Context: an optimization exercise on an open-source flow, tuned for small area, a short achievable clock period and few clock cycles per item. The choices shown serve that exercise and are no tape-out recipe. At most, simulation tests tie the RTL to the original design; equivalence was not proved. No activity file was given, so power comes from the tool's default toggle rates.

==> module sigma_clipped_mean_unit, before the edit <==
module sigma_clipped_mean_unit (
    input  logic        i_clk,
    input  logic        i_rst_n,
    input  logic        s_axis_tvalid,
    output logic        s_axis_tready,
    input  logic [15:0] s_axis_tdata,    
    output logic        m_axis_tvalid,
    input  logic        m_axis_tready,
    output logic [31:0] m_axis_tdata     
);
    localparam int TAIL = RING_LEN - 1;
    logic [RING_LEN-1:0][15:0] r_x;
    logic [RING_LEN-1:0]       r_v;       
    logic [RING_LEN-1:0]       r_p;       
    logic                      r_ev1;     
    logic                      r_ev2;     
    logic                      r_ready;   
    logic                      r_full;    
    logic [3:0]                r_fill;
    logic                      r_lpar;    
    logic signed [SUM_BITS-1:0] r_s;
    logic [QSUM_BITS-1:0]      r_qs, r_qc;
    logic                      r_epar;    
    logic [4:0]                r_ecnt;    
    logic                      r_s2;      
    logic                      r_sp;      
    logic signed [SUM_BITS-1:0] r_sthr;
    logic [DEV_BITS-1:0]       r_d;
    logic [DSQ_BITS-1:0]       r_e2s, r_e2c;    
    logic [DSQ_BITS-1:0]       r_ts, r_tc;   
    logic signed [SUM_BITS-1:0] r_ks;
    logic [4:0]                r_k;
    logic [4:0]                r_kcnt;
    logic                      r_busy, r_ovalid;
    logic [3:0]                r_dcnt;
    logic [3:0]                r_rem;
    logic [23:0]               r_quo;
    logic [4:0]                r_kd;
    logic [5:0]                r_kd3;     
    wire tail_rec = r_v[TAIL] & ~r_ev2;
    wire accept   = s_axis_tvalid & r_ready;
    assign s_axis_tready = r_ready;
    wire div_idle = ~r_busy & ~r_ovalid;
    wire edone    = r_ecnt[4];
    wire launch   = r_full & edone & div_idle;
    wire full_nxt = (r_full & ~launch) | (accept & (r_fill == 4'd15));
    wire cons     = r_v[TAP] & (r_p[TAP] == r_epar) & ~edone;   
    wire ready_nxt = ~(r_v[TAP] & ~cons) & ~full_nxt;
    always_ff @(posedge i_clk) begin
        r_x <= {r_x[RING_LEN-2:1], tail_rec ? r_x[TAIL] : r_x[0],
                accept ? s_axis_tdata : 16'd0};
        r_p <= {r_p[RING_LEN-2:1], tail_rec ? r_p[TAIL] : r_p[0], r_lpar};
        if (!i_rst_n) begin
            r_v     <= '0;
            r_ready <= 1'b1;
        end else begin
            r_v     <= {r_v[RING_LEN-2:1], tail_rec | r_v[0], accept};
            r_ready <= ready_nxt;
        end
    end
    wire signed [SUM_BITS-1:0] s_next = r_s + SUM_BITS'($signed(r_x[0]));
    logic [QSUM_BITS-1:0] qs_next, qc_next;
    scm_sq1 u_sq1 (
        .i_x  (r_x[0]),
        .i_qs (r_qs),
        .i_qc (r_qc),
        .o_s  (qs_next),
        .o_c  (qc_next)
    );
    always_ff @(posedge i_clk) begin
        r_s  <= (launch || !i_rst_n) ? SUM_BITS'(0) : s_next;
        r_qs <= (r_s2 || !i_rst_n) ? QSUM_BITS'(0) : qs_next;
        r_qc <= (r_s2 || !i_rst_n) ? QSUM_BITS'(0) : qc_next;
        if (!i_rst_n) begin
            r_full <= 1'b0;
            r_fill <= '0;
            r_lpar <= 1'b0;
        end else begin
            r_full <= full_nxt;
            if (accept) begin
                r_fill <= r_fill + 1'b1;
            end
            if (launch) begin
                r_lpar <= ~r_lpar;
            end
        end
    end
    wire signed [DEV_BITS-1:0] d_tap = {r_x[TAP][15], r_x[TAP], 4'b0000} - DEV_BITS'(r_sthr);
    logic [DSQ_BITS-1:0] e2s_next, e2c_next;
    scm_sq2 u_sq2 (
        .i_d (r_d),
        .o_s (e2s_next),
        .o_c (e2c_next)
    );
    logic [DSQ_BITS-1:0] t_u, t_v;
    logic                keep;      
    scm_keep u_keep (
        .i_ts   (r_ts),
        .i_tc   (r_tc),
        .i_e2s  (r_e2s),
        .i_e2c  (r_e2c),
        .o_u    (t_u),
        .o_v    (t_v),
        .o_keep (keep)
    );
    always_ff @(posedge i_clk) begin
        r_d   <= launch ? DEV_BITS'(s_next) : d_tap;
        r_e2s <= e2s_next;
        r_e2c <= e2c_next;
        if (launch) begin
            r_sthr <= s_next;
            r_epar <= r_lpar;
        end
        if (r_s2) begin
            r_ts <= {r_qs, 4'b0000};
            r_tc <= {r_qc, 4'b0000};
        end else if (r_sp) begin
            r_ts <= t_u;
            r_tc <= t_v;
        end
        if (!i_rst_n) begin
            r_ecnt <= 5'd16;
            r_ev1  <= 1'b0;
            r_ev2  <= 1'b0;
            r_s2   <= 1'b0;
            r_sp   <= 1'b0;
        end else begin
            r_ev1 <= cons;
            r_ev2 <= r_ev1;
            r_s2  <= launch;
            r_sp  <= r_s2;
            if (launch) begin
                r_ecnt <= '0;
            end else if (cons) begin
                r_ecnt <= r_ecnt + 1'b1;
            end
        end
    end
    wire xfer = r_kcnt[4] & div_idle;
    wire signed [SUM_BITS-1:0] ks_add = r_ks + SUM_BITS'($signed(r_x[TAIL]));
    always_ff @(posedge i_clk) begin
        if (!i_rst_n) begin
            r_ks   <= '0;
            r_k    <= '0;
            r_kcnt <= '0;
        end else if (xfer) begin
            r_ks   <= '0;
            r_k    <= '0;
            r_kcnt <= '0;
        end else if (r_ev2) begin
            r_kcnt <= r_kcnt + 1'b1;
            if (keep) begin
                r_ks <= ks_add;
                r_k  <= r_k + 1'b1;
            end
        end
    end
    logic [3:0] rem_next;
    logic [1:0] quo_bits;
    wire        ks_neg   = r_ks[SUM_BITS-1];
    wire  [3:0] rem_init = r_ks[SUM_BITS-1:16] + (ks_neg ? r_k[3:0] : 4'd0);
    wire  [7:0] num_low  = ks_neg ? 8'(r_k - 1'b1) : 8'h00;
    scm_div2 u_div (
        .i_rem (r_rem),
        .i_num (r_quo[23:22]),
        .i_div (r_kd),
        .i_div3(r_kd3),
        .o_rem (rem_next),
        .o_quo (quo_bits)
    );
    always_ff @(posedge i_clk) begin
        if (xfer) begin
            r_rem <= rem_init;
            r_quo <= {r_ks[15:0], num_low};
            r_kd  <= r_k;
            r_kd3 <= {1'b0, r_k} + {r_k, 1'b0};
        end else if (r_busy) begin
            r_rem <= rem_next;
            r_quo <= {r_quo[21:0], quo_bits};
        end
        if (!i_rst_n) begin
            r_busy   <= 1'b0;
            r_ovalid <= 1'b0;
            r_dcnt   <= '0;
        end else begin
            if (xfer) begin
                r_busy <= 1'b1;
                r_dcnt <= '0;
            end else if (r_busy) begin
                r_dcnt <= r_dcnt + 1'b1;
                if (r_dcnt == 4'd11) begin
                    r_busy   <= 1'b0;
                    r_ovalid <= 1'b1;
                end
            end
            if (r_ovalid && m_axis_tready) begin
                r_ovalid <= 1'b0;
            end
        end
    end
    assign m_axis_tvalid = r_ovalid;
    assign m_axis_tdata  = {3'b000, r_kd, r_quo};
endmodule
clock: 10.0 ns
lec_check: 0
abc_clock_period_in_ps: 3000
cap_margin: 20
core_margin: 2
core_utilization: 65
slew_margin: 20
standard.sh (not shown) runs the stock make flow with config.mk's settings and CLKGATE_MAP_FILE= SYNTH_SCRIPT=/design/flow/synth_recipe.tcl, a recipe that flattens the netlist after the stock synthesis.
==> flow/flow/run.sh <==
#!/bin/bash
set -euo pipefail
MARGIN=6.5
EXTRA="SETUP_SLACK_MARGIN=${MARGIN} BUFFER_PORTS_ARGS=-buffer_cell\\\\ sky130_fd_sc_hd__buf_2"
sed "s|\"\${@:-finish}\"|${EXTRA} \"\${@:-finish}\"|" standard.sh > standard_tuned.sh
grep -q "SETUP_SLACK_MARGIN=${MARGIN}" standard_tuned.sh
bash standard_tuned.sh finish > flow_make.log 2>&1
Edit:
--- a/flow/design.v
+++ b/flow/design.v
@@ -1230,10 +1230,13 @@
     logic [RING_LEN-1:0][15:0] r_x;
     logic [RING_LEN-1:0]       r_v;       
     logic [RING_LEN-1:0]       r_p;       
     logic                      r_ev1;     
     logic                      r_ev2;     
+    logic                      r_ev3;     
+    logic                      r_keep;    
+    logic [15:0]               r_xt;      
     logic                      r_ready;   
     logic                      r_full;    
     logic [3:0]                r_fill;
     logic                      r_lpar;    
     logic signed [SUM_BITS-1:0] r_s;
@@ -1353,25 +1356,31 @@
                 r_ecnt <= r_ecnt + 1'b1;
             end
         end
     end
     wire xfer = r_kcnt[4] & div_idle;
-    wire signed [SUM_BITS-1:0] ks_add = r_ks + SUM_BITS'($signed(r_x[TAIL]));
+    wire signed [SUM_BITS-1:0] ks_add = r_ks + SUM_BITS'($signed(r_xt));
     always_ff @(posedge i_clk) begin
+        r_xt   <= r_x[TAIL];
+        r_keep <= keep;
         if (!i_rst_n) begin
+            r_ev3  <= 1'b0;
             r_ks   <= '0;
             r_k    <= '0;
             r_kcnt <= '0;
-        end else if (xfer) begin
-            r_ks   <= '0;
-            r_k    <= '0;
-            r_kcnt <= '0;
-        end else if (r_ev2) begin
-            r_kcnt <= r_kcnt + 1'b1;
-            if (keep) begin
-                r_ks <= ks_add;
-                r_k  <= r_k + 1'b1;
+        end else begin
+            r_ev3 <= r_ev2;
+            if (xfer) begin
+                r_ks   <= '0;
+                r_k    <= '0;
+                r_kcnt <= '0;
+            end else if (r_ev3) begin
+                r_kcnt <= r_kcnt + 1'b1;
+                if (r_keep) begin
+                    r_ks <= ks_add;
+                    r_k  <= r_k + 1'b1;
+                end
             end
         end
     end
     logic [3:0] rem_next;
     logic [1:0] quo_bits;
After rerunning: The new run finished clean; register-to-register slack is better by 0.52 ns; sequential share of layout area goes up by 0.68 points; cell area goes up slightly; count of clock-buffer cells in the layout goes up by 8; power goes up by a few percent.
Testbench counts after the change, summed over its fixed seeds: cycles 3,528, items 192.
For the first run of this note, only the layout was checked, not whether the RTL still works.


the reference run:
Another version of the RTL of sigma_clipped_mean_unit (not shown whole).
For scale: roughly 3400 cells after synthesis, roughly 760 flip-flops, roughly 54 I/O pins, ~37000 sq um of cells after synthesis.
Settings: LEC_CHECK=0, ABC_CLOCK_PERIOD_IN_PS=3000, CAP_MARGIN=20, CORE_MARGIN=2, CORE_UTILIZATION=40, SLEW_MARGIN=20; clock period 10.0 ns.
Scripts as last shown in full above: flow/flow/run.sh
Setup changes, the reference run to the trial run
diff --git a/flow/design.v b/flow/design.v
--- a/flow/design.v
+++ b/flow/design.v
@@ -1345,54 +1345,46 @@
                     r_ks <= ks_add;
                     r_k  <= r_k + 1'b1;
                 end
             end
         end
     end
-    logic [3:0] rem_mid, rem_next;
-    logic [1:0] quo_hi, quo_lo;
+    logic [3:0] rem_next;
+    logic [1:0] quo_bits;
     wire        ks_neg   = r_ks[SUM_BITS-1];
     wire  [3:0] rem_init = r_ks[SUM_BITS-1:16] + (ks_neg ? r_k[3:0] : 4'd0);
     wire  [7:0] num_low  = ks_neg ? 8'(r_k - 1'b1) : 8'h00;
-    scm_div2 u_div_hi (
+    scm_div2 u_div (
         .i_rem (r_rem),
         .i_num (r_quo[23:22]),
         .i_div (r_kd),
         .i_div3(r_kd3),
-        .o_rem (rem_mid),
-        .o_quo (quo_hi)
-    );
-    scm_div2 u_div_lo (
-        .i_rem (rem_mid),
-        .i_num (r_quo[21:20]),
-        .i_div (r_kd),
-        .i_div3(r_kd3),
         .o_rem (rem_next),
-        .o_quo (quo_lo)
+        .o_quo (quo_bits)
     );
     always_ff @(posedge i_clk) begin
         if (xfer) begin
             r_rem <= rem_init;
             r_quo <= {r_ks[15:0], num_low};
             r_kd  <= r_k;
             r_kd3 <= {1'b0, r_k} + {r_k, 1'b0};
         end else if (r_busy) begin
             r_rem <= rem_next;
-            r_quo <= {r_quo[19:0], quo_hi, quo_lo};
+            r_quo <= {r_quo[21:0], quo_bits};
         end
         if (!i_rst_n) begin
             r_busy   <= 1'b0;
             r_ovalid <= 1'b0;
             r_dcnt   <= '0;
         end else begin
             if (xfer) begin
                 r_busy <= 1'b1;
                 r_dcnt <= '0;
             end else if (r_busy) begin
                 r_dcnt <= r_dcnt + 1'b1;
-                if (r_dcnt == 4'd5) begin
+                if (r_dcnt == 4'd11) begin
                     r_busy   <= 1'b0;
                     r_ovalid <= 1'b1;
                 end
             end
             if (r_ovalid && m_axis_tready) begin
                 r_ovalid <= 1'b0;
Results
The flow did not stop early for the trial run: all stages ran, and the layout cleared the timing, DRC and antenna checks.
The reference run completed; timing, DRC and antenna clean
| iteration-0 DRC count of the detailed router | the trial run vs the reference run | better |
On the trial run: combinational group share of total power is 0.6 points lower than what the reference run gave.
Per the comparison of the trial run with the reference run, maximum frequency from static timing analysis went up by about 10%; proportion of total power due to net switching went down by 0.48 points.
Between the trial run and the reference run, it is the trial run whose fraction of the mapped netlist area in simple logic gates is higher, by 0.21 points.
Side by side, share of cells above drive strength 1 turned out lower in the trial run than in the reference run.
Most used routing layer = met2: the reference run; most used routing layer = met1: the trial run
The trial run -> the reference run: sequential cell count delta 0, exact match
Changes observed in the trial run relative to the reference run: summed instance area of the synthesized netlist shrank by 1.2%; clock period minus final worst setup slack shrank by 350 ps.
Testbench counts of the trial run, summed over its fixed seeds: cycles 3,528, items 192.
For the reference run, only the layout was checked, not whether the RTL still works.


Another version of the RTL of sigma_clipped_mean_unit (not shown whole).
For scale: about 3300 cells after synthesis, roughly 760 flip-flops, about 54 I/O pins.
==> module sigma_clipped_mean_unit, before the edit <==
module sigma_clipped_mean_unit (
    input  logic        i_clk,
    input  logic        i_rst_n,
    input  logic        s_axis_tvalid,
    output logic        s_axis_tready,
    input  logic [15:0] s_axis_tdata,    
    output logic        m_axis_tvalid,
    input  logic        m_axis_tready,
    output logic [31:0] m_axis_tdata     
);
    localparam int TAIL = RING_LEN - 1;
    logic [RING_LEN-1:0][15:0] r_x;
    logic [RING_LEN-1:0]       r_v;       
    logic [RING_LEN-1:0]       r_p;       
    logic                      r_ev1;     
    logic                      r_ev2;     
    logic                      r_ev3;     
    logic                      r_keep;    
    logic [15:0]               r_xt;      
    logic                      r_ready;   
    logic [15:0]               r_xin;     
    logic                      r_full;    
    logic [3:0]                r_fill;
    logic                      r_lpar;    
    logic signed [SUM_BITS-1:0] r_s;
    logic [QSUM_BITS-1:0]      r_qs, r_qc;
    logic                      r_epar;    
    logic [4:0]                r_ecnt;    
    logic                      r_s2;      
    logic                      r_sp;      
    logic signed [SUM_BITS-1:0] r_sthr;
    logic [DEV_BITS-1:0]       r_d;
    logic [DSQ_BITS-1:0]       r_e2s, r_e2c;
    logic [DSQ_BITS-1:0]       r_ts, r_tc;   
    logic signed [SUM_BITS-1:0] r_ks;
    logic [4:0]                r_k;
    logic [4:0]                r_kcnt;
    logic                      r_busy, r_ovalid;
    logic [3:0]                r_dcnt;
    logic [3:0]                r_rem;
    logic [23:0]               r_quo;
    logic [4:0]                r_kd;
    logic [5:0]                r_kd3;     
    wire tail_rec = r_v[TAIL] & ~r_ev2;
    wire accept   = s_axis_tvalid & r_ready;
    assign s_axis_tready = r_ready;
    wire div_idle = ~r_busy & ~r_ovalid;
    wire edone    = r_ecnt[4];
    wire launch   = r_full & edone & div_idle;
    wire full_nxt = (r_full & ~launch) | (accept & (r_fill == 4'd15));
    always_ff @(posedge i_clk) begin
        r_x   <= {r_x[RING_LEN-2:0], tail_rec ? r_x[TAIL] : s_axis_tdata};
        r_p   <= {r_p[RING_LEN-2:0], tail_rec ? r_p[TAIL] : r_lpar};
        r_xin <= accept ? s_axis_tdata : 16'd0;
        if (!i_rst_n) begin
            r_v     <= '0;
            r_ready <= 1'b1;
        end else begin
            r_v     <= {r_v[RING_LEN-2:0], tail_rec | accept};
            r_ready <= ~(r_v[TAIL-1] & ~r_ev1) & ~full_nxt;
        end
    end
    wire signed [SUM_BITS-1:0] s_next = r_s + SUM_BITS'($signed(r_xin));
    logic [QSUM_BITS-1:0] qs_next, qc_next;
    scm_sq1 u_sq1 (
        .i_x  (r_xin),
        .i_qs (r_qs),
        .i_qc (r_qc),
        .o_s  (qs_next),
        .o_c  (qc_next)
    );
    always_ff @(posedge i_clk) begin
        r_s  <= (launch || !i_rst_n) ? SUM_BITS'(0) : s_next;
        r_qs <= (r_s2 || !i_rst_n) ? QSUM_BITS'(0) : qs_next;
        r_qc <= (r_s2 || !i_rst_n) ? QSUM_BITS'(0) : qc_next;
        if (!i_rst_n) begin
            r_full <= 1'b0;
            r_fill <= '0;
            r_lpar <= 1'b0;
        end else begin
            r_full <= full_nxt;
            if (accept) begin
                r_fill <= r_fill + 1'b1;
            end
            if (launch) begin
                r_lpar <= ~r_lpar;
            end
        end
    end
    wire cons = r_v[TAP] & (r_p[TAP] == r_epar) & ~edone;
    wire signed [DEV_BITS-1:0] d_tap = {r_x[TAP][15], r_x[TAP], 4'b0000} - DEV_BITS'(r_sthr);
    logic [DSQ_BITS-1:0] e2s_next, e2c_next;
    scm_sq2 u_sq2 (
        .i_d (r_d),
        .o_s (e2s_next),
        .o_c (e2c_next)
    );
    logic [DSQ_BITS-1:0] t_u, t_v;
    logic                keep;      
    scm_keep u_keep (
        .i_ts   (r_ts),
        .i_tc   (r_tc),
        .i_e2s  (r_e2s),
        .i_e2c  (r_e2c),
        .o_u    (t_u),
        .o_v    (t_v),
        .o_keep (keep)
    );
    always_ff @(posedge i_clk) begin
        r_d   <= launch ? DEV_BITS'(s_next) : d_tap;
        r_e2s <= e2s_next;
        r_e2c <= e2c_next;
        if (launch) begin
            r_sthr <= s_next;
            r_epar <= r_lpar;
        end
        if (r_s2) begin
            r_ts <= {r_qs, 4'b0000};
            r_tc <= {r_qc, 4'b0000};
        end else if (r_sp) begin
            r_ts <= t_u;
            r_tc <= t_v;
        end
        if (!i_rst_n) begin
            r_ecnt <= 5'd16;
            r_ev1  <= 1'b0;
            r_ev2  <= 1'b0;
            r_s2   <= 1'b0;
            r_sp   <= 1'b0;
        end else begin
            r_ev1 <= cons;
            r_ev2 <= r_ev1;
            r_s2  <= launch;
            r_sp  <= r_s2;
            if (launch) begin
                r_ecnt <= '0;
            end else if (cons) begin
                r_ecnt <= r_ecnt + 1'b1;
            end
        end
    end
    wire xfer = r_kcnt[4] & div_idle;
    wire signed [SUM_BITS-1:0] ks_add = r_ks + SUM_BITS'($signed(r_xt));
    always_ff @(posedge i_clk) begin
        r_xt   <= r_x[TAIL];
        r_keep <= keep;
        if (!i_rst_n) begin
            r_ev3  <= 1'b0;
            r_ks   <= '0;
            r_k    <= '0;
            r_kcnt <= '0;
        end else begin
            r_ev3 <= r_ev2;
            if (xfer) begin
                r_ks   <= '0;
                r_k    <= '0;
                r_kcnt <= '0;
            end else if (r_ev3) begin
                r_kcnt <= r_kcnt + 1'b1;
                if (r_keep) begin
                    r_ks <= ks_add;
                    r_k  <= r_k + 1'b1;
                end
            end
        end
    end
    logic [3:0] rem_next;
    logic [1:0] quo_bits;
    wire        ks_neg   = r_ks[SUM_BITS-1];
    wire  [3:0] rem_init = r_ks[SUM_BITS-1:16] + (ks_neg ? r_k[3:0] : 4'd0);
    wire  [7:0] num_low  = ks_neg ? 8'(r_k - 1'b1) : 8'h00;
    scm_div2 u_div (
        .i_rem (r_rem),
        .i_num (r_quo[23:22]),
        .i_div (r_kd),
        .i_div3(r_kd3),
        .o_rem (rem_next),
        .o_quo (quo_bits)
    );
    always_ff @(posedge i_clk) begin
        if (xfer) begin
            r_rem <= rem_init;
            r_quo <= {r_ks[15:0], num_low};
            r_kd  <= r_k;
            r_kd3 <= {1'b0, r_k} + {r_k, 1'b0};
        end else if (r_busy) begin
            r_rem <= rem_next;
            r_quo <= {r_quo[21:0], quo_bits};
        end
        if (!i_rst_n) begin
            r_busy   <= 1'b0;
            r_ovalid <= 1'b0;
            r_dcnt   <= '0;
        end else begin
            if (xfer) begin
                r_busy <= 1'b1;
                r_dcnt <= '0;
            end else if (r_busy) begin
                r_dcnt <= r_dcnt + 1'b1;
                if (r_dcnt == 4'd11) begin
                    r_busy   <= 1'b0;
                    r_ovalid <= 1'b1;
                end
            end
            if (r_ovalid && m_axis_tready) begin
                r_ovalid <= 1'b0;
            end
        end
    end
    assign m_axis_tvalid = r_ovalid;
    assign m_axis_tdata  = {3'b000, r_kd, r_quo};
endmodule
clock: 10.0 ns
lec_check: 0
abc_clock_period_in_ps: 3000
cap_margin: 20
core_margin: 2
core_utilization: 40
slew_margin: 20
run.sh (not shown) runs the stock make flow with config.mk's settings and CLKGATE_MAP_FILE= SYNTH_SCRIPT=/design/flow/synth_recipe.tcl, a recipe that flattens the netlist after the stock synthesis.
Stock flow here: none of the scripts above is used.
Testbench counts at the start, summed over its fixed seeds: cycles 3,528, items 192.
Next try:
--- a/flow/design.v
+++ b/flow/design.v
@@ -1195,12 +1195,13 @@
     logic                      r_ev1;     
     logic                      r_ev2;     
     logic                      r_ev3;     
     logic                      r_keep;    
     logic [15:0]               r_xt;      
     logic                      r_ready;   
+    logic                      r_ready_o; 
     logic [15:0]               r_xin;     
     logic                      r_full;    
     logic [3:0]                r_fill;
     logic                      r_lpar;    
     logic signed [SUM_BITS-1:0] r_s;
     logic [QSUM_BITS-1:0]      r_qs, r_qc;
@@ -1220,27 +1221,30 @@
     logic [3:0]                r_rem;
     logic [23:0]               r_quo;
     logic [4:0]                r_kd;
     logic [5:0]                r_kd3;     
     wire tail_rec = r_v[TAIL] & ~r_ev2;
     wire accept   = s_axis_tvalid & r_ready;
-    assign s_axis_tready = r_ready;
+    assign s_axis_tready = r_ready_o;
+    wire ready_nxt = ~(r_v[TAIL-1] & ~r_ev1) & ~full_nxt;
     wire div_idle = ~r_busy & ~r_ovalid;
     wire edone    = r_ecnt[4];
     wire launch   = r_full & edone & div_idle;
     wire full_nxt = (r_full & ~launch) | (accept & (r_fill == 4'd15));
     always_ff @(posedge i_clk) begin
         r_x   <= {r_x[RING_LEN-2:0], tail_rec ? r_x[TAIL] : s_axis_tdata};
         r_p   <= {r_p[RING_LEN-2:0], tail_rec ? r_p[TAIL] : r_lpar};
         r_xin <= accept ? s_axis_tdata : 16'd0;
         if (!i_rst_n) begin
-            r_v     <= '0;
-            r_ready <= 1'b1;
+            r_v       <= '0;
+            r_ready   <= 1'b1;
+            r_ready_o <= 1'b1;
         end else begin
-            r_v     <= {r_v[RING_LEN-2:0], tail_rec | accept};
-            r_ready <= ~(r_v[TAIL-1] & ~r_ev1) & ~full_nxt;
+            r_v       <= {r_v[RING_LEN-2:0], tail_rec | accept};
+            r_ready   <= ready_nxt;
+            r_ready_o <= ready_nxt;
         end
     end
     wire signed [SUM_BITS-1:0] s_next = r_s + SUM_BITS'($signed(r_xin));
     logic [QSUM_BITS-1:0] qs_next, qc_next;
     scm_sq1 u_sq1 (
         .i_x  (r_xin),
What happened:
- The changed run finished with timing, DRC and antenna clean
- final area rose by 0.31%
- die area rose by 0.46%
- utilization is about the same
- power fell by 1.1%
- global-route usage fell by 0.22 points
- worst setup slack loses 0.045 ns
- clock skew fell by 0.031 ns
- wire length fell by 1.2%
Testbench counts after the change, summed over its fixed seeds: cycles 3,528, items 192.

[port drivers added, routing unchanged]
How much do the figures lean on ideal ports? The routed layouts below were timed once more, with nothing changed but the port constraints.
Step 1 (the two cells are an assumption about what drives the block):
set clk [get_ports {i_clk}]
set_driving_cell -lib_cell sky130_fd_sc_hd__clkbuf_16 $clk
set_driving_cell -lib_cell sky130_fd_sc_hd__buf_2 [delete_from_list [all_inputs] $clk]
Step 2, shift: input delay + t, output delay - t, t = (earliest + latest rising clock arrival at the registers) / 2. This alone moves slack from input paths to output paths.
Slacks: ideal / step 1 / step 2; pairs: ideal / step 1.
run | t (ns) | setup WS [ns] | worst setup path after step 2 | clock arrival spread, ns | pins driven straight from the clock port
the first run of note 1 | 0.677 | 6.058 / 6.058 / 6.058 | register to register | 0.032 / 0.032 | 1
the second run of note 1 | 0.686 | 6.579 / 6.579 / 6.003 | input to register | 0.046 / 0.046 | 1
the reference run | 0.698 | 6.238 / 6.238 / 6.238 | register to register | 0.066 / 0.065 | 1
the trial run | 0.698 | 6.592 / 6.528 / 6.273 | input to register | 0.046 / 0.046 | 1
the first run of note 3 | 0.695 | 5.933 / 5.868 / 5.933 | input to register | 0.056 / 0.056 | 1
the second run of note 3 | 0.680 | 5.888 / 5.828 / 5.699 | input to register | 0.028 / 0.028 | 1
After both steps setup and hold are still met in every run listed. For the second run of note 1, which loses most, drivers alone change the setup slack by 0.000 ns; drivers and shift together by -0.576 ns.
